Context: an optimization exercise on an open-source flow, tuned for small area, a short achievable clock period and few clock cycles per item. The choices shown serve that exercise and are no tape-out recipe. The RTL was checked by simulation tests, not by an equivalence proof against the original design. Power is estimated from default activity; no workload was simulated.

## design/flow/design.v

```verilog
`default_nettype none
package bmhq_pkg;
    localparam int DEPTH  = 64;
    localparam int ADDR_W = $clog2(DEPTH);
    localparam int IDX_W  = ADDR_W + 2;
    localparam int KEY_W  = 32;
    localparam int CNT_W  = 7;
    localparam logic       FUNC_INSERT = 1'b0;
    localparam logic       FUNC_REMOVE = 1'b1;
    localparam logic [1:0] ST_DONE  = 2'd0;
    localparam logic [1:0] ST_FULL  = 2'd1;
    localparam logic [1:0] ST_EMPTY = 2'd2;
    localparam logic [CNT_W-1:0] CAP_RESET = CNT_W'(64);
    typedef struct packed {
        logic                    func;
        logic signed [KEY_W-1:0] key;
    } t_in_item;
    typedef struct packed {
        logic [1:0]              status;
        logic signed [KEY_W-1:0] removed_key;
        logic signed [KEY_W-1:0] top_key;
        logic [CNT_W-1:0]        count;
    } t_out_item;
    typedef struct packed {
        logic accept;
        logic up_step;
        logic up_cmp;
        logic last_cap;
        logic dn_step;
        logic dn_cmp;
        logic finish;
    } t_cmd;
    typedef struct packed {
        logic rej;
        logic ins;
        logic one_left;
        logic pos_zero;
        logic up_stop;
        logic dn_leaf;
        logic dn_stop;
        logic out_free;
    } t_stat;
endpackage
`default_nettype wire
`default_nettype none
module bmhq_ram #(
    parameter int WIDTH = 32,
    parameter int DEPTH = 64
) (
    input  wire logic                     i_clk,
    input  wire logic                     i_we,
    input  wire logic [$clog2(DEPTH)-1:0] i_waddr,
    input  wire logic [WIDTH-1:0]         i_wdata,
    input  wire logic [$clog2(DEPTH)-1:0] i_raddr_a,
    output logic      [WIDTH-1:0]         o_rdata_a,
    input  wire logic [$clog2(DEPTH)-1:0] i_raddr_b,
    output logic      [WIDTH-1:0]         o_rdata_b
);
    logic [WIDTH-1:0] r_mem [DEPTH];
    always_ff @(posedge i_clk) begin
        if (i_we) begin
            r_mem[i_waddr] <= i_wdata;
        end
        o_rdata_a <= r_mem[i_raddr_a];
        o_rdata_b <= r_mem[i_raddr_b];
    end
endmodule
`default_nettype wire
`default_nettype none
import bmhq_pkg::*;
module bmhq_ctrl (
    input  wire logic           i_clk,
    input  wire logic           i_rst_n,
    input  wire logic           i_in_valid,
    output logic                o_in_stall,
    input  wire bmhq_pkg::t_stat i_stat,
    output bmhq_pkg::t_cmd      o_cmd
);
    typedef enum logic [7:0] {
        S_IDLE     = 8'b0000_0001,
        S_UP_RD    = 8'b0000_0010,
        S_UP_CMP   = 8'b0000_0100,
        S_LAST_CAP = 8'b0000_1000,
        S_DN_RD    = 8'b0001_0000,
        S_DN_CMP   = 8'b0010_0000,
        S_DONE     = 8'b0100_0000
    } t_state;
    t_state r_state;
    t_state n_state;
    always_comb begin
        n_state = r_state;
        o_cmd   = '0;
        unique case (r_state)
            S_IDLE: begin
                if (i_in_valid) begin
                    o_cmd.accept = 1'b1;
                    if (i_stat.rej) begin
                        n_state = S_DONE;
                    end else if (i_stat.ins) begin
                        n_state = S_UP_RD;
                    end else if (i_stat.one_left) begin
                        n_state = S_DONE;
                    end else begin
                        n_state = S_LAST_CAP;
                    end
                end
            end
            S_UP_RD: begin
                o_cmd.up_step = 1'b1;
                n_state = i_stat.pos_zero ? S_DONE : S_UP_CMP;
            end
            S_UP_CMP: begin
                o_cmd.up_cmp = 1'b1;
                n_state = i_stat.up_stop ? S_DONE : S_UP_RD;
            end
            S_LAST_CAP: begin
                o_cmd.last_cap = 1'b1;
                n_state = S_DN_RD;
            end
            S_DN_RD: begin
                o_cmd.dn_step = 1'b1;
                n_state = i_stat.dn_leaf ? S_DONE : S_DN_CMP;
            end
            S_DN_CMP: begin
                o_cmd.dn_cmp = 1'b1;
                n_state = i_stat.dn_stop ? S_DONE : S_DN_RD;
            end
            S_DONE: begin
                if (i_stat.out_free) begin
                    o_cmd.finish = 1'b1;
                    n_state = S_IDLE;
                end
            end
            default: begin
                n_state = S_IDLE;
            end
        endcase
    end
    always_ff @(posedge i_clk) begin
        if (!i_rst_n) begin
            r_state <= S_IDLE;
        end else begin
            r_state <= n_state;
        end
    end
    assign o_in_stall = (r_state != S_IDLE);
endmodule
`default_nettype wire
`default_nettype none
import bmhq_pkg::*;
module bmhq_dp (
    input  wire logic                       i_clk,
    input  wire logic                       i_rst_n,
    input  wire bmhq_pkg::t_in_item         i_in_item,
    input  wire logic                       i_cfg_we,
    input  wire logic [bmhq_pkg::CNT_W-1:0] i_cfg_wdata,
    input  wire bmhq_pkg::t_cmd             i_cmd,
    output bmhq_pkg::t_stat                 o_stat,
    output logic                            o_out_valid,
    input  wire logic                       i_out_stall,
    output bmhq_pkg::t_out_item             o_out_item
);
    localparam logic [CNT_W-1:0] DEPTH_C = CNT_W'(DEPTH);
    logic [CNT_W-1:0]        r_count;
    logic [CNT_W-1:0]        n_count;
    logic [CNT_W-1:0]        r_cap;
    logic [CNT_W-1:0]        limit;
    logic [ADDR_W-1:0]       r_pos;
    logic [ADDR_W-1:0]       n_pos;
    logic signed [KEY_W-1:0] r_key;
    logic signed [KEY_W-1:0] n_key;
    logic signed [KEY_W-1:0] r_top;
    logic signed [KEY_W-1:0] r_removed;
    logic [1:0]              r_status;
    logic                    r_out_valid;
    bmhq_pkg::t_out_item               r_out;
    logic                    ram_we;
    logic [ADDR_W-1:0]       ram_waddr;
    logic [KEY_W-1:0]        ram_wdata;
    logic [ADDR_W-1:0]       ram_raddr_a;
    logic [KEY_W-1:0]        ram_rdata_a;
    logic [KEY_W-1:0]        ram_rdata_b;
    logic signed [KEY_W-1:0] val_a;
    logic signed [KEY_W-1:0] val_b;
    logic [ADDR_W-1:0]       pos_m1;
    logic [ADDR_W-1:0]       par;
    logic [IDX_W-1:0]        lch;
    logic [IDX_W-1:0]        rch;
    logic [IDX_W-1:0]        cnt_x;
    logic                    full;
    logic                    empty;
    logic                    rej;
    logic                    up_go;
    logic                    go_l;
    logic                    go_r;
    logic signed [KEY_W-1:0] big_lk;
    assign val_a = $signed(ram_rdata_a);
    assign val_b = $signed(ram_rdata_b);
    assign limit  = (r_cap < DEPTH_C) ? r_cap : DEPTH_C;
    assign full   = (r_count >= limit);
    assign empty  = (r_count == '0);
    assign rej    = (i_in_item.func == FUNC_INSERT) ? full : empty;
    assign pos_m1 = r_pos - ADDR_W'(1);
    assign par    = pos_m1 >> 1;
    assign lch    = {1'b0, r_pos, 1'b1};
    assign rch    = lch + IDX_W'(1);
    assign cnt_x  = IDX_W'(r_count);
    assign up_go  = (r_key > val_a);
    assign go_l   = (r_key < val_a);
    assign big_lk = go_l ? val_a : r_key;
    assign go_r   = (rch < cnt_x) && (big_lk < val_b);
    always_comb begin
        ram_we      = 1'b0;
        ram_waddr   = r_pos;
        ram_wdata   = r_key;
        ram_raddr_a = pos_m1;
        n_pos       = r_pos;
        n_key       = r_key;
        n_count     = r_count;
        ram_raddr_a = ADDR_W'(r_count - CNT_W'(1));
        if (i_cmd.accept) begin
            n_key = i_in_item.key;
            if (!rej) begin
                if (i_in_item.func == FUNC_INSERT) begin
                    n_pos   = r_count[ADDR_W-1:0];
                    n_count = r_count + CNT_W'(1);
                end else begin
                    n_count = r_count - CNT_W'(1);
                end
            end
        end
        if (i_cmd.up_step) begin
            ram_raddr_a = par;
            ram_we      = (r_pos == '0);
        end
        if (i_cmd.up_cmp) begin
            ram_we = 1'b1;
            if (up_go) begin
                ram_wdata = val_a;
                n_pos     = par;
            end
        end
        if (i_cmd.last_cap) begin
            n_key = val_a;
            n_pos = '0;
        end
        if (i_cmd.dn_step) begin
            ram_raddr_a = lch[ADDR_W-1:0];
            ram_we      = (lch >= cnt_x);
        end
        if (i_cmd.dn_cmp) begin
            ram_we = 1'b1;
            if (go_r) begin
                ram_wdata = val_b;
                n_pos     = rch[ADDR_W-1:0];
            end else if (go_l) begin
                ram_wdata = val_a;
                n_pos     = lch[ADDR_W-1:0];
            end
        end
    end
    bmhq_ram #(
        .WIDTH (KEY_W),
        .DEPTH (DEPTH)
    ) u_ram (
        .i_clk     (i_clk),
        .i_we      (ram_we),
        .i_waddr   (ram_waddr),
        .i_wdata   (ram_wdata),
        .i_raddr_a (ram_raddr_a),
        .o_rdata_a (ram_rdata_a),
        .i_raddr_b (rch[ADDR_W-1:0]),
        .o_rdata_b (ram_rdata_b)
    );
    always_ff @(posedge i_clk) begin
        if (!i_rst_n) begin
            r_count     <= '0;
            r_cap       <= CAP_RESET;
            r_out_valid <= 1'b0;
        end else begin
            r_count <= n_count;
            if (i_cfg_we) begin
                r_cap <= i_cfg_wdata;
            end
            if (i_cmd.finish) begin
                r_out_valid <= 1'b1;
            end else if (!i_out_stall) begin
                r_out_valid <= 1'b0;
            end
        end
    end
    always_ff @(posedge i_clk) begin
        r_pos <= n_pos;
        r_key <= n_key;
        if (ram_we && (ram_waddr == '0)) begin
            r_top <= $signed(ram_wdata);
        end
        if (i_cmd.accept) begin
            r_removed <= '0;
            if (i_in_item.func == FUNC_INSERT) begin
                r_status <= full ? ST_FULL : ST_DONE;
            end else begin
                r_status <= empty ? ST_EMPTY : ST_DONE;
                if (!empty) begin
                    r_removed <= r_top;
                end
            end
        end
        if (i_cmd.finish) begin
            r_out.status      <= r_status;
            r_out.removed_key <= r_removed;
            r_out.top_key     <= empty ? '0 : r_top;
            r_out.count       <= r_count;
        end
    end
    assign o_stat.rej      = rej;
    assign o_stat.ins      = (i_in_item.func == FUNC_INSERT);
    assign o_stat.one_left = (r_count == CNT_W'(1));
    assign o_stat.pos_zero = (r_pos == '0);
    assign o_stat.up_stop  = !up_go;
    assign o_stat.dn_leaf  = (lch >= cnt_x);
    assign o_stat.dn_stop  = !go_r && !go_l;
    assign o_stat.out_free = !r_out_valid || !i_out_stall;
    assign o_out_valid = r_out_valid;
    assign o_out_item  = r_out;
endmodule
`default_nettype wire
`default_nettype none
import bmhq_pkg::*;
module binary_max_heap_queue_top (
    input  wire logic                       i_clk,
    input  wire logic                       i_rst_n,
    input  wire logic                       i_in_valid,
    output logic                            o_in_stall,
    input  wire logic [32:0]                i_in_item,
    output logic                            o_out_valid,
    input  wire logic                       i_out_stall,
    output logic      [72:0]                o_out_item,
    input  wire logic                       i_cfg_we,
    input  wire logic [bmhq_pkg::CNT_W-1:0] i_cfg_wdata
);
    bmhq_pkg::t_cmd      cmd;
    bmhq_pkg::t_stat     stat;
    bmhq_pkg::t_in_item  in_item;
    bmhq_pkg::t_out_item out_item;
    assign in_item    = bmhq_pkg::t_in_item'(i_in_item);
    assign o_out_item = out_item;
    bmhq_ctrl u_ctrl (
        .i_clk      (i_clk),
        .i_rst_n    (i_rst_n),
        .i_in_valid (i_in_valid),
        .o_in_stall (o_in_stall),
        .i_stat     (stat),
        .o_cmd      (cmd)
    );
    bmhq_dp u_dp (
        .i_clk       (i_clk),
        .i_rst_n     (i_rst_n),
        .i_in_item   (in_item),
        .i_cfg_we    (i_cfg_we),
        .i_cfg_wdata (i_cfg_wdata),
        .i_cmd       (cmd),
        .o_stat      (stat),
        .o_out_valid (o_out_valid),
        .i_out_stall (i_out_stall),
        .o_out_item  (out_item)
    );
endmodule
`default_nettype wire
```

## design/flow/run.sh

```bash
#!/bin/bash
# synth_recipe.tcl (not shown) runs the flow's synth.tcl, then flattens the netlist and writes it again
# the make line also repeats each setting of config.mk as NAME=value (left out here)
make -C /OpenROAD-flow-scripts/flow DESIGN_CONFIG=/design/flow/config.mk WORK_HOME=/design/flow/orfs CLKGATE_MAP_FILE= SYNTH_SCRIPT=/design/flow/synth_recipe.tcl finish
```

## design/flow/config.mk

```make
export PLATFORM = sky130hd
export DESIGN_NAME = binary_max_heap_queue_top
export DESIGN_NICKNAME = binary_max_heap_queue_top
export VERILOG_FILES = /design/flow/design.v
export SDC_FILE = /design/flow/constraint.sdc
export NUM_CORES = 4
export LEC_CHECK = 0
export CAP_MARGIN = 20
export CORE_MARGIN = 2
export CORE_UTILIZATION = 40
export PLACE_DENSITY = 0.6
export SLEW_MARGIN = 20
```

## design/flow/constraint.sdc

```tcl
create_clock -name core_clock -period 10.0 [get_ports {i_clk}]
set_input_delay 2.0000 -clock core_clock [delete_from_list [all_inputs] [get_ports {i_clk}]]
set_output_delay 2.0000 -clock core_clock [all_outputs]
set_load 0.01 [all_outputs]
```

==> summary.txt <==
outcome=timing/DRC/antenna clean; Final Wtd Congestion=0.9639; clock-pin slew on the worst setup and hold paths=0.06 ns; Worst Path Arrival=8.26 ns; clock skew=0.04581 ns; hold path depth=0; Vias/cell=6.218; Reg-to-Reg End=u_dp.u_ram.r_mem[12][18]; CP max-delay cell=a21o_2; synthesized area per cell=12.69 µm²; worst skew pair latency=0.90 ns; first-pass GRT wire length=510,200 µm; CP Launch Type=register; slowest stage delay, CP=0.86 ns; FF-to-FF Start=u_dp.r_key[25]; Main synth FF type=edfxtp_1; Placed Area=106,400 µm²; height of the chip=506.5 µm; worst-margin pin slew=1.214 ns; drt drc=0; Net Count, Synth=8,092; PwrDens=344.4 nW/µm²; Die Area=256,600 µm²; cell count after synthesis=7,959; vias in the first global route=66,700; CP bufs+invs=4; reg2reg path depth=21; WL final=367,300 µm; Global Route Usage Sum=27.91%; Rows=184; max-cap viol count=0; Area Growth Syn to Fin=12.86%; hold buffer count at cts=0; critical path endpoint category=register; delay-heaviest family, CP=compound AO/OA/AOI/OAI gates; final worst path period share=76.46%; Synth cell types=77; worst vdd ir=0.3366 mV; core area=251,200 µm²; YS warnings=3; post-DP HPWL=205,000 µm; fmax=130.8 MHz; CTS Root Cell=clkbuf_16; CTS tree=done; die width=506.5 µm; Setup-failing EPs final=0; FF+latch count, synth=2,311; Slew HR=18.84%; sequential-to-total area share from yosys stat=67.79%; # clock sinks=2,311; CTS buffer count=229; Final Slew Violations=0; Top Ports=120; CTS max path bufs=3; drt first pass iters=7; fraction of final layout cells with drive strength greater than 1=12.00%; CP Cell Sequence=ha_1 -> nand4_1 -> nor4_1 -> inv_1 -> nor3_1 -> o41a_1 -> nor3_4 -> buf_4 -> mux2_2 -> ha_1 -> nand4_1 -> nor3_1 -> o221ai_1 -> a32oi_1 -> a311oi_1 -> o21ai_1 -> a21oi_4 -> a211oi_4 -> buf_4 -> a21o_2 -> buf_4; post-route ant nets=0; WP data required=10.62 ns; H-tree depth=4; Total Nets Final=8,080; postcts setup bufs=0; initial antenna violation count=25; Hold WC Path Type=register to register; drt initial violations=11,450; Remaining Overflow, GRT=0; WP depth=21; final setup TNS=0 ns; design area=114,000 µm²; CP Capture Point=u_dp.u_ram.r_mem[12][18]; WL/cell=31.96 µm; post_cts resized=0; kind of critical path=register to register; worst reg-to-reg setup slack=2.35 ns; Initial Util=40.21%; fin crit period=7.646 ns; largest net degree at the start of global routing=198; fill count=22,300; RSZ-0062 raised after global routing=no; Mapped Area=101,000 µm²; Hold WS=0.4172 ns; Async S/R FF share, synth=0%; vias=71,470; leakage power=0.03879 µW; crit-path max FO=33; I/O Buffers=119; number of synthesized flops with an enable pin=2,219; final hold violation count=0; critical path launch point=u_dp.r_key[25]; most used cell, CP=buf_4
-- registers in the layout (all words and copies together) (netlist names) --
| register | flops |
|---|---|
| u_dp.r_status | 2 |
| u_dp.u_ram.r_mem | 2048 |
| u_dp.r_removed | 32 |
| u_ctrl.r_state | 7 |
| u_dp.r_out | 73 |
| u_dp.r_pos | 6 |
| u_dp.r_top | 32 |
| u_dp.u_ram.o_rdata_a | 32 |
| u_dp.r_out_valid | 1 |
| u_dp.r_cap | 7 |
| u_dp.r_count | 7 |
| u_dp.u_ram.o_rdata_b | 32 |
| u_dp.r_key | 32 |
-- routing by layer --
layer | vias up | global-route usage (%) | share of wire [%]
li1 | 29600 | - | -
met1 | 36230 | 38.22 | 38
met2 | 4794 | 40.62 | 43
met3 | 837 | 7.639 | 13
met4 | 10 | 14.53 | 5.8
met5 | - | 0 | 0.020
-- worst min path at each step --
stage / from / end / slack [ns]
3_5_place_dp: u_dp.r_removed[9] / u_dp.r_out[48] / 0.40
3_3_place_gp: u_dp.r_removed[24] / u_dp.r_out[63] / 0.40
2_1_floorplan: u_dp.r_removed[0] / u_dp.r_out[39] / 0.40
4_1_cts: u_dp.r_removed[9] / u_dp.r_out[48] / 0.42
5_1_grt: u_dp.r_removed[9] / u_dp.r_out[48] / 0.42
6_report: u_dp.r_removed[21] / u_dp.r_out[60] / 0.42
-- power by group --
| group | switching, µW | leakage (µW) | internal, µW | total [µW] |
|---|---|---|---|---|
| Sequential | 266 | 0.0208 | 11400 | 11600 |
| Combinational | 13800 | 0.0144 | 5150 | 19000 |
| Clock | 3810 | 0.00363 | 4860 | 8670 |
-- per-stage QoR --
stage               setup slack [ns]  instances  power [µW]  util, %
finish                         2.354      11490       39260    45.39
global placement               2.655      11060       30060    42.37
detailed placement             2.582      11060       30120    42.38
CTS                            2.535      11490       38730    45.35
global route                   2.011      11490       40300    45.38
floorplan                      3.841       7959       22240        -
-- synth_stat cells (80+ instances only) --
cell type / number / area (µm²)
edfxtp_1: 2219 / 66630
inv_1: 86 / 322.8
buf_1: 80 / 300.3
mux4_2: 262 / 5901
ha_1: 88 / 1101
and3_1: 272 / 1702
buf_2: 167 / 835.8
o21ai_0: 95 / 475.5
nand3_1: 832 / 4164
nor2_1: 121 / 454.2
a21oi_1: 152 / 760.7
a31oi_1: 232 / 1451
a32oi_1: 182 / 1594
dfxtp_1: 92 / 1842
nand2_1: 2349 / 8817
clkbuf_1: 295 / 1107
-- worst reg2reg max path: cells and delay by family, from the launching register on --
family	cells	cell delay (ns)
AOI/OAI and AO/OA	8	2.84
adders and majority gates	2	0.67
buffers and inverters	4	1.41
DFF	1	0.44
muxes	1	0.32
and+or+nand+nor	6	1.60
-- logic make-up (layout without fill, tap and decap cells) --
kind of cell             count (synthesis)  in the layout  share of synthesized area, %
buffers and inverters                  653            834                         2.745
AND/OR/NAND/NOR                       3733           3733                         16.06
XOR/XNOR                                16             16                        0.1387
adder cells (fa/ha/maj)                 88             88                         1.090
other                                    0              6                             0
flip-flops                            2311           2311                         67.79
multiplexers                           304            304                         6.299
AO/OA/AOI/OAI                          854            854                         5.872
-- placed cells by master, fill, tap and decap left out, drive strengths merged, types with 20 or more instances in the layout --
master,instances
ha,88
nand3,832
a31oi,232
or3b,22
bufinv,21
a21oi,152
a22o,32
nor2,130
a32oi,182
a21o,42
and2,36
buf,204
clkbuf,285
nand2,2349
a311oi,37
mux4,262
o21ai,98
dfxtp,92
nor3,20
and3,272
nand4,23
inv,93
edfxtp,2219
clkinv,97
mux2,33
clkdlybuf4s50,119
-- layout make-up --
class | instances | area (µm²) | share of cell area [%]
flip-flops and latches | 2311 | 68480 | 60.07
repair buffers | 323 | 2972 | 2.607
clock inverters | 139 | 1369 | 1.201
diodes | 6 | 15.01 | 0.01317
inverters | 87 | 331.6 | 0.2909
clock buffers | 285 | 6095 | 5.346
multi-input cells | 4995 | 30550 | 26.80
well taps | 3348 | 4189 | 3.675
Testbench counts, summed over its fixed seeds: cycles 31,590, items 3,200.

re-timing with driven ports:
In the flow no input, the clock included, has a driving cell. The finished layout below was timed again as built, in two steps. Step 1 (the two cells are an assumption about what drives the block):
set clk [get_ports {i_clk}]
set_driving_cell -lib_cell sky130_fd_sc_hd__clkbuf_16 $clk
set_driving_cell -lib_cell sky130_fd_sc_hd__buf_2 [delete_from_list [all_inputs] $clk]
Step 2, shift: input delay + t, output delay - t, t = (earliest + latest rising clock arrival at the registers) / 2. This alone moves slack from input paths to output paths. a / b / c = no drivers / after step 1 / after step 2; a / b = the first two.
shift t [ns]: 0.987
setup WS [ns]: 2.354 / 2.354 / 2.354
worst register clock-pin slew, ns: 0.07 / 0.07
After both steps this run still meets setup and hold. The setup slack of this run moves by 0.000 ns with the drivers and by 0.000 ns with both steps.
